This is an optimization exercise on Yosys and OpenROAD, whose aim is small area, a short achievable clock period and few clock cycles per item, not a production implementation.
Function was checked by simulation only, so behaviour that the tests miss may differ from the original.
No activity file was given, so power comes from the tool's default toggle rates.

==> module mdfr_store, before the edit <==
module mdfr_store #(
  parameter int unsigned ENTRIES = mdfr_pkg::ENTRIES_D
) (
  input  logic                        clk,
  input  logic                        rst,
  input  logic [mdfr_pkg::MAC_W-1:0]  in_origin,
  input  logic [mdfr_pkg::ID_W-1:0]   in_id,
  input  logic                        cand,        
  output logic                        dup,         
  output logic                        ins,         
  output logic [ENTRIES-1:0]          live,        
  output logic [ENTRIES-1:0]          live_ins     
);
  logic [mdfr_pkg::MAC_W-1:0] s_origin [ENTRIES];
  logic [mdfr_pkg::ID_W-1:0]  s_id     [ENTRIES];
  logic [ENTRIES-1:0]         nz;
  logic [ENTRIES-1:0]         nz_ins;
  logic [mdfr_pkg::MAC_W-1:0] f_origin;    
  logic [mdfr_pkg::ID_W-1:0]  f_id;
  logic                       f_idnz;
  localparam int unsigned LO_W = mdfr_pkg::MAC_W / 3;
  logic [ENTRIES-1:0]         hit_lo_in, hit_hi_in;      
  logic                       prev_lo_in, prev_hi_in;    
  logic [ENTRIES-1:0]         hit_lo_r, hit_hi_r;
  logic                       prev_lo_r, prev_hi_r;
  logic [ENTRIES-1:0]         moved;       
  logic [ENTRIES-1:0]         shen;
  logic [ENTRIES-1:0]         hit;
  always_comb begin
    for (int i = 0; i < ENTRIES; i++) begin
      hit_lo_in[i] = (s_id[i] == in_id) && (s_origin[i][LO_W-1:0] == in_origin[LO_W-1:0]);
      hit_hi_in[i] = (s_origin[i][mdfr_pkg::MAC_W-1:LO_W] == in_origin[mdfr_pkg::MAC_W-1:LO_W]);
    end
  end
  assign prev_lo_in = (f_id == in_id) && (f_origin[LO_W-1:0] == in_origin[LO_W-1:0]);
  assign prev_hi_in = (f_origin[mdfr_pkg::MAC_W-1:LO_W] == in_origin[mdfr_pkg::MAC_W-1:LO_W]);
  always_ff @(posedge clk) begin
    f_origin  <= in_origin;
    f_id      <= in_id;
    f_idnz    <= (in_id != '0);
    hit_lo_r  <= hit_lo_in;
    hit_hi_r  <= hit_hi_in;
    prev_lo_r <= prev_lo_in;
    prev_hi_r <= prev_hi_in;
    moved     <= shen;
  end
  always_comb begin
    hit[0] = live[0] && (moved[0] ? (prev_lo_r && prev_hi_r) : (hit_lo_r[0] && hit_hi_r[0]));
    for (int i = 1; i < ENTRIES; i++) begin
      hit[i] = live[i] && (moved[i] ? (hit_lo_r[i-1] && hit_hi_r[i-1])
                                    : (hit_lo_r[i] && hit_hi_r[i]));
    end
  end
  assign dup = |hit;
  assign ins = cand && !dup;
  always_comb begin
    shen[0] = ins;
    for (int i = 1; i < ENTRIES; i++) begin
      shen[i] = ins && live[i-1];
    end
  end
  always_comb begin
    nz_ins[0] = f_idnz;
    for (int i = 1; i < ENTRIES; i++) begin
      nz_ins[i] = live[i-1] || nz[i];
    end
    live_ins[0] = nz_ins[0];
    for (int i = 1; i < ENTRIES; i++) begin
      live_ins[i] = live_ins[i-1] && nz_ins[i];
    end
  end
  always_ff @(posedge clk) begin
    if (shen[0]) begin
      s_origin[0] <= f_origin;
      s_id[0]     <= f_id;
    end
    for (int i = 1; i < ENTRIES; i++) begin
      if (shen[i]) begin
        s_origin[i] <= s_origin[i-1];
        s_id[i]     <= s_id[i-1];
      end
    end
  end
  always_ff @(posedge clk) begin
    if (rst) begin
      nz   <= '0;
      live <= '0;
    end else if (ins) begin
      nz   <= nz_ins;
      live <= live_ins;
    end
  end
endmodule
==> flow/config.mk <==
export PLATFORM = sky130hd
export DESIGN_NAME = mesh_duplicate_filter_relay_unit
export DESIGN_NICKNAME = mesh_duplicate_filter_relay_unit
export VERILOG_FILES = /design/flow/design.v
export SDC_FILE = /design/flow/constraint.sdc
export NUM_CORES = 4
export LEC_CHECK = 0
export ABC_AREA = 1
export CAP_MARGIN = 20
export CORE_MARGIN = 2
export CORE_UTILIZATION = 55
export CTS_BUF_LIST = sky130_fd_sc_hd__clkbuf_16
export CTS_CLUSTER_DIAMETER = 70
export CTS_CLUSTER_SIZE = 25
export HOLD_SLACK_MARGIN = 0
export SETUP_SLACK_MARGIN = 4.0
export SLEW_MARGIN = 20
export TNS_END_PERCENT = 0
==> flow/constraint.sdc <==
create_clock -name core_clock -period 6.0 [get_ports {clk}]
set_input_delay 1.2000 -clock core_clock [delete_from_list [all_inputs] [get_ports {clk}]]
set_output_delay 1.2000 -clock core_clock [all_outputs]
set_load 0.01 [all_outputs]
standard.sh (not shown) runs the stock make flow with config.mk's settings and CLKGATE_MAP_FILE= SYNTH_SCRIPT=/design/flow/synth_recipe.tcl, a recipe that flattens the netlist after the stock synthesis.
==> flow/flow/run.sh <==
#!/bin/bash
# Standard ORFS layout with two changes: port buffers are the smallest plain buffer (the
# resizer still upsizes where timing needs it) and clock tree synthesis adds no dummy loads.
set -euo pipefail
export BUFFER_PORTS_ARGS="-buffer_cell sky130_fd_sc_hd__buf_1"
export CTS_ARGS="-sink_clustering_enable -repair_clock_nets -sink_clustering_size 25 -sink_clustering_max_diameter 70 -buf_list sky130_fd_sc_hd__clkbuf_16 -dont_use_dummy_load"
bash standard.sh finish > flow.log 2>&1
Testbench counts at the start, summed over its fixed seeds: cycles 3,216, items 3,200.
Rerun with:
--- a/flow/design.v
+++ b/flow/design.v
@@ -35,37 +35,31 @@
   logic [mdfr_pkg::MAC_W-1:0] f_origin;    
   logic [mdfr_pkg::ID_W-1:0]  f_id;
   logic                       f_idnz;
-  localparam int unsigned LO_W = mdfr_pkg::MAC_W / 3;
-  logic [ENTRIES-1:0]         hit_lo_in, hit_hi_in;      
-  logic                       prev_lo_in, prev_hi_in;    
-  logic [ENTRIES-1:0]         hit_lo_r, hit_hi_r;
-  logic                       prev_lo_r, prev_hi_r;
+  logic [ENTRIES-1:0]         hit_in;      
+  logic                       hit_prev_in; 
+  logic [ENTRIES-1:0]         hit_r;
+  logic                       hit_prev_r;
   logic [ENTRIES-1:0]         moved;       
   logic [ENTRIES-1:0]         shen;
   logic [ENTRIES-1:0]         hit;
   always_comb begin
     for (int i = 0; i < ENTRIES; i++) begin
-      hit_lo_in[i] = (s_id[i] == in_id) && (s_origin[i][LO_W-1:0] == in_origin[LO_W-1:0]);
-      hit_hi_in[i] = (s_origin[i][mdfr_pkg::MAC_W-1:LO_W] == in_origin[mdfr_pkg::MAC_W-1:LO_W]);
-    end
-  end
-  assign prev_lo_in = (f_id == in_id) && (f_origin[LO_W-1:0] == in_origin[LO_W-1:0]);
-  assign prev_hi_in = (f_origin[mdfr_pkg::MAC_W-1:LO_W] == in_origin[mdfr_pkg::MAC_W-1:LO_W]);
-  always_ff @(posedge clk) begin
-    f_origin  <= in_origin;
-    f_id      <= in_id;
-    f_idnz    <= (in_id != '0);
-    hit_lo_r  <= hit_lo_in;
-    hit_hi_r  <= hit_hi_in;
-    prev_lo_r <= prev_lo_in;
-    prev_hi_r <= prev_hi_in;
-    moved     <= shen;
-  end
-  always_comb begin
-    hit[0] = live[0] && (moved[0] ? (prev_lo_r && prev_hi_r) : (hit_lo_r[0] && hit_hi_r[0]));
-    for (int i = 1; i < ENTRIES; i++) begin
-      hit[i] = live[i] && (moved[i] ? (hit_lo_r[i-1] && hit_hi_r[i-1])
-                                    : (hit_lo_r[i] && hit_hi_r[i]));
+      hit_in[i] = (s_id[i] == in_id) && (s_origin[i] == in_origin);
+    end
+  end
+  assign hit_prev_in = (f_id == in_id) && (f_origin == in_origin);
+  always_ff @(posedge clk) begin
+    f_origin   <= in_origin;
+    f_id       <= in_id;
+    f_idnz     <= (in_id != '0);
+    hit_r      <= hit_in;
+    hit_prev_r <= hit_prev_in;
+    moved      <= shen;
+  end
+  always_comb begin
+    hit[0] = live[0] && (moved[0] ? hit_prev_r : hit_r[0]);
+    for (int i = 1; i < ENTRIES; i++) begin
+      hit[i] = live[i] && (moved[i] ? hit_r[i-1] : hit_r[i]);
     end
   end
   assign dup = |hit;
- setup slack loses 43 ps
- critical path depth came out higher by 1
- clock skew rises by 6.0 ps
- die area decreases slightly
- cell area fell slightly
- cell count drops slightly
- routed wire length goes up by a few percent
- via count shrinks slightly
- clock-buffer cell count shrinks by 1
- combinational power rose by a little under a tenth
Testbench counts after the change, summed over its fixed seeds: cycles 3,216, items 3,200.

The RTL this note starts from:
==> flow/design.v <==
package mdfr_pkg;
  localparam int unsigned MAC_W     = 48;
  localparam int unsigned ID_W      = 16;
  localparam int unsigned KIND_W    = 8;
  localparam int unsigned ACT_W     = 3;
  localparam int unsigned OCC_W     = 5;
  localparam int unsigned ENTRIES_D = 16;
  localparam logic [KIND_W-1:0] KIND_BCAST    = 8'd1;
  localparam logic [KIND_W-1:0] KIND_TARGETED = 8'd2;
  localparam logic [ACT_W-1:0] ACT_OWN      = 3'd0;
  localparam logic [ACT_W-1:0] ACT_DUP      = 3'd1;
  localparam logic [ACT_W-1:0] ACT_DELIVER  = 3'd2;
  localparam logic [ACT_W-1:0] ACT_BCAST    = 3'd3;
  localparam logic [ACT_W-1:0] ACT_TARGETED = 3'd4;
  localparam logic [ACT_W-1:0] ACT_PASS     = 3'd5;
endpackage
import mdfr_pkg::*;
module mdfr_store #(
  parameter int unsigned ENTRIES = mdfr_pkg::ENTRIES_D
) (
  input  logic                        clk,
  input  logic                        rst,
  input  logic [mdfr_pkg::MAC_W-1:0]  in_origin,
  input  logic [mdfr_pkg::ID_W-1:0]   in_id,
  input  logic                        cand,        
  output logic                        dup,         
  output logic                        ins,         
  output logic [ENTRIES-1:0]          live,        
  output logic [ENTRIES-1:0]          live_ins     
);
  logic [mdfr_pkg::MAC_W-1:0] s_origin [ENTRIES];
  logic [mdfr_pkg::ID_W-1:0]  s_id     [ENTRIES];
  logic [ENTRIES-1:0]         nz;
  logic [ENTRIES-1:0]         nz_ins;
  logic [mdfr_pkg::MAC_W-1:0] f_origin;    
  logic [mdfr_pkg::ID_W-1:0]  f_id;
  logic                       f_idnz;
  localparam int unsigned LO_W = mdfr_pkg::MAC_W / 3;
  logic [ENTRIES-1:0]         hit_lo_in, hit_hi_in;      
  logic                       prev_lo_in, prev_hi_in;    
  logic [ENTRIES-1:0]         hit_lo_r, hit_hi_r;
  logic                       prev_lo_r, prev_hi_r;
  logic [ENTRIES-1:0]         moved;       
  logic [ENTRIES-1:0]         shen;
  logic [ENTRIES-1:0]         hit;
  always_comb begin
    for (int i = 0; i < ENTRIES; i++) begin
      hit_lo_in[i] = (s_id[i] == in_id) && (s_origin[i][LO_W-1:0] == in_origin[LO_W-1:0]);
      hit_hi_in[i] = (s_origin[i][mdfr_pkg::MAC_W-1:LO_W] == in_origin[mdfr_pkg::MAC_W-1:LO_W]);
    end
  end
  assign prev_lo_in = (f_id == in_id) && (f_origin[LO_W-1:0] == in_origin[LO_W-1:0]);
  assign prev_hi_in = (f_origin[mdfr_pkg::MAC_W-1:LO_W] == in_origin[mdfr_pkg::MAC_W-1:LO_W]);
  always_ff @(posedge clk) begin
    f_origin  <= in_origin;
    f_id      <= in_id;
    f_idnz    <= (in_id != '0);
    hit_lo_r  <= hit_lo_in;
    hit_hi_r  <= hit_hi_in;
    prev_lo_r <= prev_lo_in;
    prev_hi_r <= prev_hi_in;
    moved     <= shen;
  end
  always_comb begin
    hit[0] = live[0] && (moved[0] ? (prev_lo_r && prev_hi_r) : (hit_lo_r[0] && hit_hi_r[0]));
    for (int i = 1; i < ENTRIES; i++) begin
      hit[i] = live[i] && (moved[i] ? (hit_lo_r[i-1] && hit_hi_r[i-1])
                                    : (hit_lo_r[i] && hit_hi_r[i]));
    end
  end
  assign dup = |hit;
  assign ins = cand && !dup;
  always_comb begin
    shen[0] = ins;
    for (int i = 1; i < ENTRIES; i++) begin
      shen[i] = ins && live[i-1];
    end
  end
  always_comb begin
    nz_ins[0] = f_idnz;
    for (int i = 1; i < ENTRIES; i++) begin
      nz_ins[i] = live[i-1] || nz[i];
    end
    live_ins[0] = nz_ins[0];
    for (int i = 1; i < ENTRIES; i++) begin
      live_ins[i] = live_ins[i-1] && nz_ins[i];
    end
  end
  always_ff @(posedge clk) begin
    if (shen[0]) begin
      s_origin[0] <= f_origin;
      s_id[0]     <= f_id;
    end
    for (int i = 1; i < ENTRIES; i++) begin
      if (shen[i]) begin
        s_origin[i] <= s_origin[i-1];
        s_id[i]     <= s_id[i-1];
      end
    end
  end
  always_ff @(posedge clk) begin
    if (rst) begin
      nz   <= '0;
      live <= '0;
    end else if (ins) begin
      nz   <= nz_ins;
      live <= live_ins;
    end
  end
endmodule
import mdfr_pkg::*;
module mdfr_ctrl #(
  parameter int unsigned W = 8
) (
  input  logic         clk,
  input  logic         rst,
  input  logic         take,        
  input  logic         push,
  input  logic [W-1:0] push_data,
  output logic         in_ready,
  output logic         out_valid,
  input  logic         out_ready,
  output logic [W-1:0] out_data
);
  logic [W-1:0] q1, q2;
  logic [1:0]   fc;         
  logic [1:0]   cnt;        
  logic         pop;
  logic [1:0]   fc_pop, fc_next;
  logic [2:0]   cnt_next;
  assign pop      = out_valid && out_ready;
  assign fc_pop   = fc - {1'b0, pop};
  assign fc_next  = fc_pop + {1'b0, push};
  assign cnt_next = {1'b0, cnt} + {2'b0, take} - {2'b0, pop};
  always_ff @(posedge clk) begin
    if (rst) begin
      fc        <= '0;
      cnt       <= '0;
      out_valid <= 1'b0;
      in_ready  <= 1'b1;
    end else begin
      fc        <= fc_next;
      cnt       <= cnt_next[1:0];
      out_valid <= (fc_next != 2'd0);
      in_ready  <= (cnt_next <= 3'd2);
    end
  end
  always_ff @(posedge clk) begin
    if (push && fc_pop == 2'd0) out_data <= push_data;
    else if (pop)               out_data <= q1;
    if (push && fc_pop == 2'd1) q1 <= push_data;
    else if (pop)               q1 <= q2;
    if (push && fc_pop == 2'd2) q2 <= push_data;
  end
endmodule
import mdfr_pkg::*;
module mesh_duplicate_filter_relay_unit #(
  parameter int unsigned ENTRIES = mdfr_pkg::ENTRIES_D
) (
  input  logic                        clk,
  input  logic                        rst,
  input  logic                        cfg_we,
  input  logic [mdfr_pkg::MAC_W-1:0]  cfg_wdata,    
  input  logic                        s_tvalid,
  output logic                        s_tready,
  input  logic [159:0]                s_tdata,      
  input  logic [7:0]                  s_tuser,      
  output logic                        m_tvalid,
  input  logic                        m_tready,
  output logic [7:0]                  m_tdata,      
  output logic [2:0]                  m_tuser       
);
  logic [MAC_W-1:0]   self_mac;
  logic               take;
  logic               v2;          
  logic               cand2;       
  logic               own2;
  logic [ACT_W-1:0]   act_new2;    
  logic [ACT_W-1:0]   act_new_in;
  logic               own_in;
  logic               dup, ins;
  logic [ENTRIES-1:0] live, live_ins;
  logic [OCC_W-1:0]   occ;
  logic [ACT_W-1:0]   act;
  logic [7:0]         out_data;
  assign take   = s_tvalid && s_tready;
  assign own_in = (s_tdata[47:0] == self_mac);
  always_comb begin
    if (s_tdata[95:48] == self_mac)          act_new_in = ACT_DELIVER;
    else if (s_tuser == KIND_BCAST)          act_new_in = ACT_BCAST;
    else if (s_tuser == KIND_TARGETED)       act_new_in = ACT_TARGETED;
    else                                     act_new_in = ACT_PASS;
  end
  always_ff @(posedge clk) begin
    if (rst) begin
      self_mac <= '0;
      v2       <= 1'b0;
      cand2    <= 1'b0;
    end else begin
      if (cfg_we) self_mac <= cfg_wdata;
      v2    <= take;
      cand2 <= take && !own_in;
    end
  end
  always_ff @(posedge clk) begin
    own2     <= own_in;
    act_new2 <= act_new_in;
  end
  mdfr_store #(.ENTRIES(ENTRIES)) u_store (
    .clk       (clk),
    .rst       (rst),
    .in_origin (s_tdata[47:0]),
    .in_id     (s_tdata[111:96]),
    .cand      (cand2),
    .dup       (dup),
    .ins       (ins),
    .live      (live),
    .live_ins  (live_ins)
  );
  logic [OCC_W-1:0] occ_old, occ_new;
  always_comb begin
    occ_old = '0;
    occ_new = '0;
    for (int i = 0; i < ENTRIES - 1; i++) begin
      if (live[i] && !live[i+1])         occ_old = OCC_W'(i + 1);
      if (live_ins[i] && !live_ins[i+1]) occ_new = OCC_W'(i + 1);
    end
    if (live[ENTRIES-1])     occ_old = OCC_W'(ENTRIES);
    if (live_ins[ENTRIES-1]) occ_new = OCC_W'(ENTRIES);
  end
  assign occ     = ins ? occ_new : occ_old;
  assign act     = own2 ? ACT_OWN : (dup ? ACT_DUP : act_new2);
  mdfr_ctrl #(.W(8)) u_ctrl (
    .clk       (clk),
    .rst       (rst),
    .take      (take),
    .push      (v2),
    .push_data ({act, occ}),
    .in_ready  (s_tready),
    .out_valid (m_tvalid),
    .out_ready (m_tready),
    .out_data  (out_data)
  );
  assign m_tuser = out_data[7:5];
  assign m_tdata = {3'b000, out_data[4:0]};
endmodule
export LEC_CHECK = 0
export ABC_AREA = 1
export CAP_MARGIN = 20
export CORE_MARGIN = 2
export CORE_UTILIZATION = 50
export CTS_BUF_LIST = sky130_fd_sc_hd__clkbuf_16
export CTS_CLUSTER_DIAMETER = 70
export CTS_CLUSTER_SIZE = 25
export HOLD_SLACK_MARGIN = 0
export SETUP_SLACK_MARGIN = 4.0
export SLEW_MARGIN = 20
export TNS_END_PERCENT = 0
create_clock -name core_clock -period 6.0 [get_ports {clk}]
Scripts as last shown in full above: flow/flow/run.sh
Testbench counts at the start, summed over its fixed seeds: cycles 3,216, items 3,200.
Next try:
--- a/flow/design.v
+++ b/flow/design.v
@@ -36,9 +36,8 @@
   logic [mdfr_pkg::ID_W-1:0]  f_id;
   logic                       f_idnz;
-  localparam int unsigned LO_W = mdfr_pkg::MAC_W / 3;
-  logic [ENTRIES-1:0]         hit_lo_in, hit_hi_in;      
-  logic                       prev_lo_in, prev_hi_in;    
-  logic [ENTRIES-1:0]         hit_lo_r, hit_hi_r;
-  logic                       prev_lo_r, prev_hi_r;
+  logic [ENTRIES-1:0]         hit_in;      
+  logic                       hit_prev_in; 
+  logic [ENTRIES-1:0]         hit_r;
+  logic                       hit_prev_r;
   logic [ENTRIES-1:0]         moved;       
   logic [ENTRIES-1:0]         shen;
@@ -46,25 +45,20 @@
   always_comb begin
     for (int i = 0; i < ENTRIES; i++) begin
-      hit_lo_in[i] = (s_id[i] == in_id) && (s_origin[i][LO_W-1:0] == in_origin[LO_W-1:0]);
-      hit_hi_in[i] = (s_origin[i][mdfr_pkg::MAC_W-1:LO_W] == in_origin[mdfr_pkg::MAC_W-1:LO_W]);
-    end
-  end
-  assign prev_lo_in = (f_id == in_id) && (f_origin[LO_W-1:0] == in_origin[LO_W-1:0]);
-  assign prev_hi_in = (f_origin[mdfr_pkg::MAC_W-1:LO_W] == in_origin[mdfr_pkg::MAC_W-1:LO_W]);
-  always_ff @(posedge clk) begin
-    f_origin  <= in_origin;
-    f_id      <= in_id;
-    f_idnz    <= (in_id != '0);
-    hit_lo_r  <= hit_lo_in;
-    hit_hi_r  <= hit_hi_in;
-    prev_lo_r <= prev_lo_in;
-    prev_hi_r <= prev_hi_in;
-    moved     <= shen;
-  end
-  always_comb begin
-    hit[0] = live[0] && (moved[0] ? (prev_lo_r && prev_hi_r) : (hit_lo_r[0] && hit_hi_r[0]));
-    for (int i = 1; i < ENTRIES; i++) begin
-      hit[i] = live[i] && (moved[i] ? (hit_lo_r[i-1] && hit_hi_r[i-1])
-                                    : (hit_lo_r[i] && hit_hi_r[i]));
+      hit_in[i] = (s_id[i] == in_id) && (s_origin[i] == in_origin);
+    end
+  end
+  assign hit_prev_in = (f_id == in_id) && (f_origin == in_origin);
+  always_ff @(posedge clk) begin
+    f_origin   <= in_origin;
+    f_id       <= in_id;
+    f_idnz     <= (in_id != '0);
+    hit_r      <= hit_in;
+    hit_prev_r <= hit_prev_in;
+    moved      <= shen;
+  end
+  always_comb begin
+    hit[0] = live[0] && (moved[0] ? hit_prev_r : hit_r[0]);
+    for (int i = 1; i < ENTRIES; i++) begin
+      hit[i] = live[i] && (moved[i] ? hit_r[i-1] : hit_r[i]);
     end
   end
First-iteration DRC count fell by about 8%; design area grows by about 0.75%; non-clock buffer count rises by 6; worst setup slack gains 0.057 ns; via count came out lower by about 1.4%; power rises by about 0.8%; register-to-register slack is worse by 0.05 ns.
Testbench counts after the change, summed over its fixed seeds: cycles 3,216, items 3,200.

[static timing again, ports no longer ideal]
The flow's constraints put no driver on any port. The routed layouts listed below were extracted and timed again, unchanged, in two steps.
Step 1: set_driving_cell puts a clkbuf_16 on clk and a buf_2 on each other input, an assumption about the parent block.
Step 2 moves the port delays by t, midway between the first and last clock arrival at a register: inputs arrive t later, outputs are due t later. That takes back most of the time a late clock gives input paths.
Slacks: ideal ports / drivers / drivers and shift; pairs: ideal ports / drivers.
| run | t (ns) | slack for setup (ns) | slew at the worst register clock pin (ns) | worst data-port slew with drivers (ns) | cell pins on the clock port's net |
|---|---|---|---|---|---|
| the first run of note 1 | 0.702 | 3.579 / 3.614 / 2.914 | 0.10 / 0.10 | 0.06 | 1 |
| the second run of note 1 | 0.692 | 3.536 / 3.556 / 2.864 | 0.10 / 0.10 | 0.10 | 1 |
| the first run of note 2 | 0.707 | 3.494 / 3.541 / 2.835 | 0.10 / 0.10 | 0.07 | 1 |
| the second run of note 2 | 0.712 | 3.551 / 3.566 / 2.884 | 0.10 / 0.10 | 0.11 | 1 |
After both steps setup and hold are still met in every run listed. The setup slack of the second run of note 1, which loses most, moves by +0.020 ns with the drivers and by -0.672 ns with both steps.
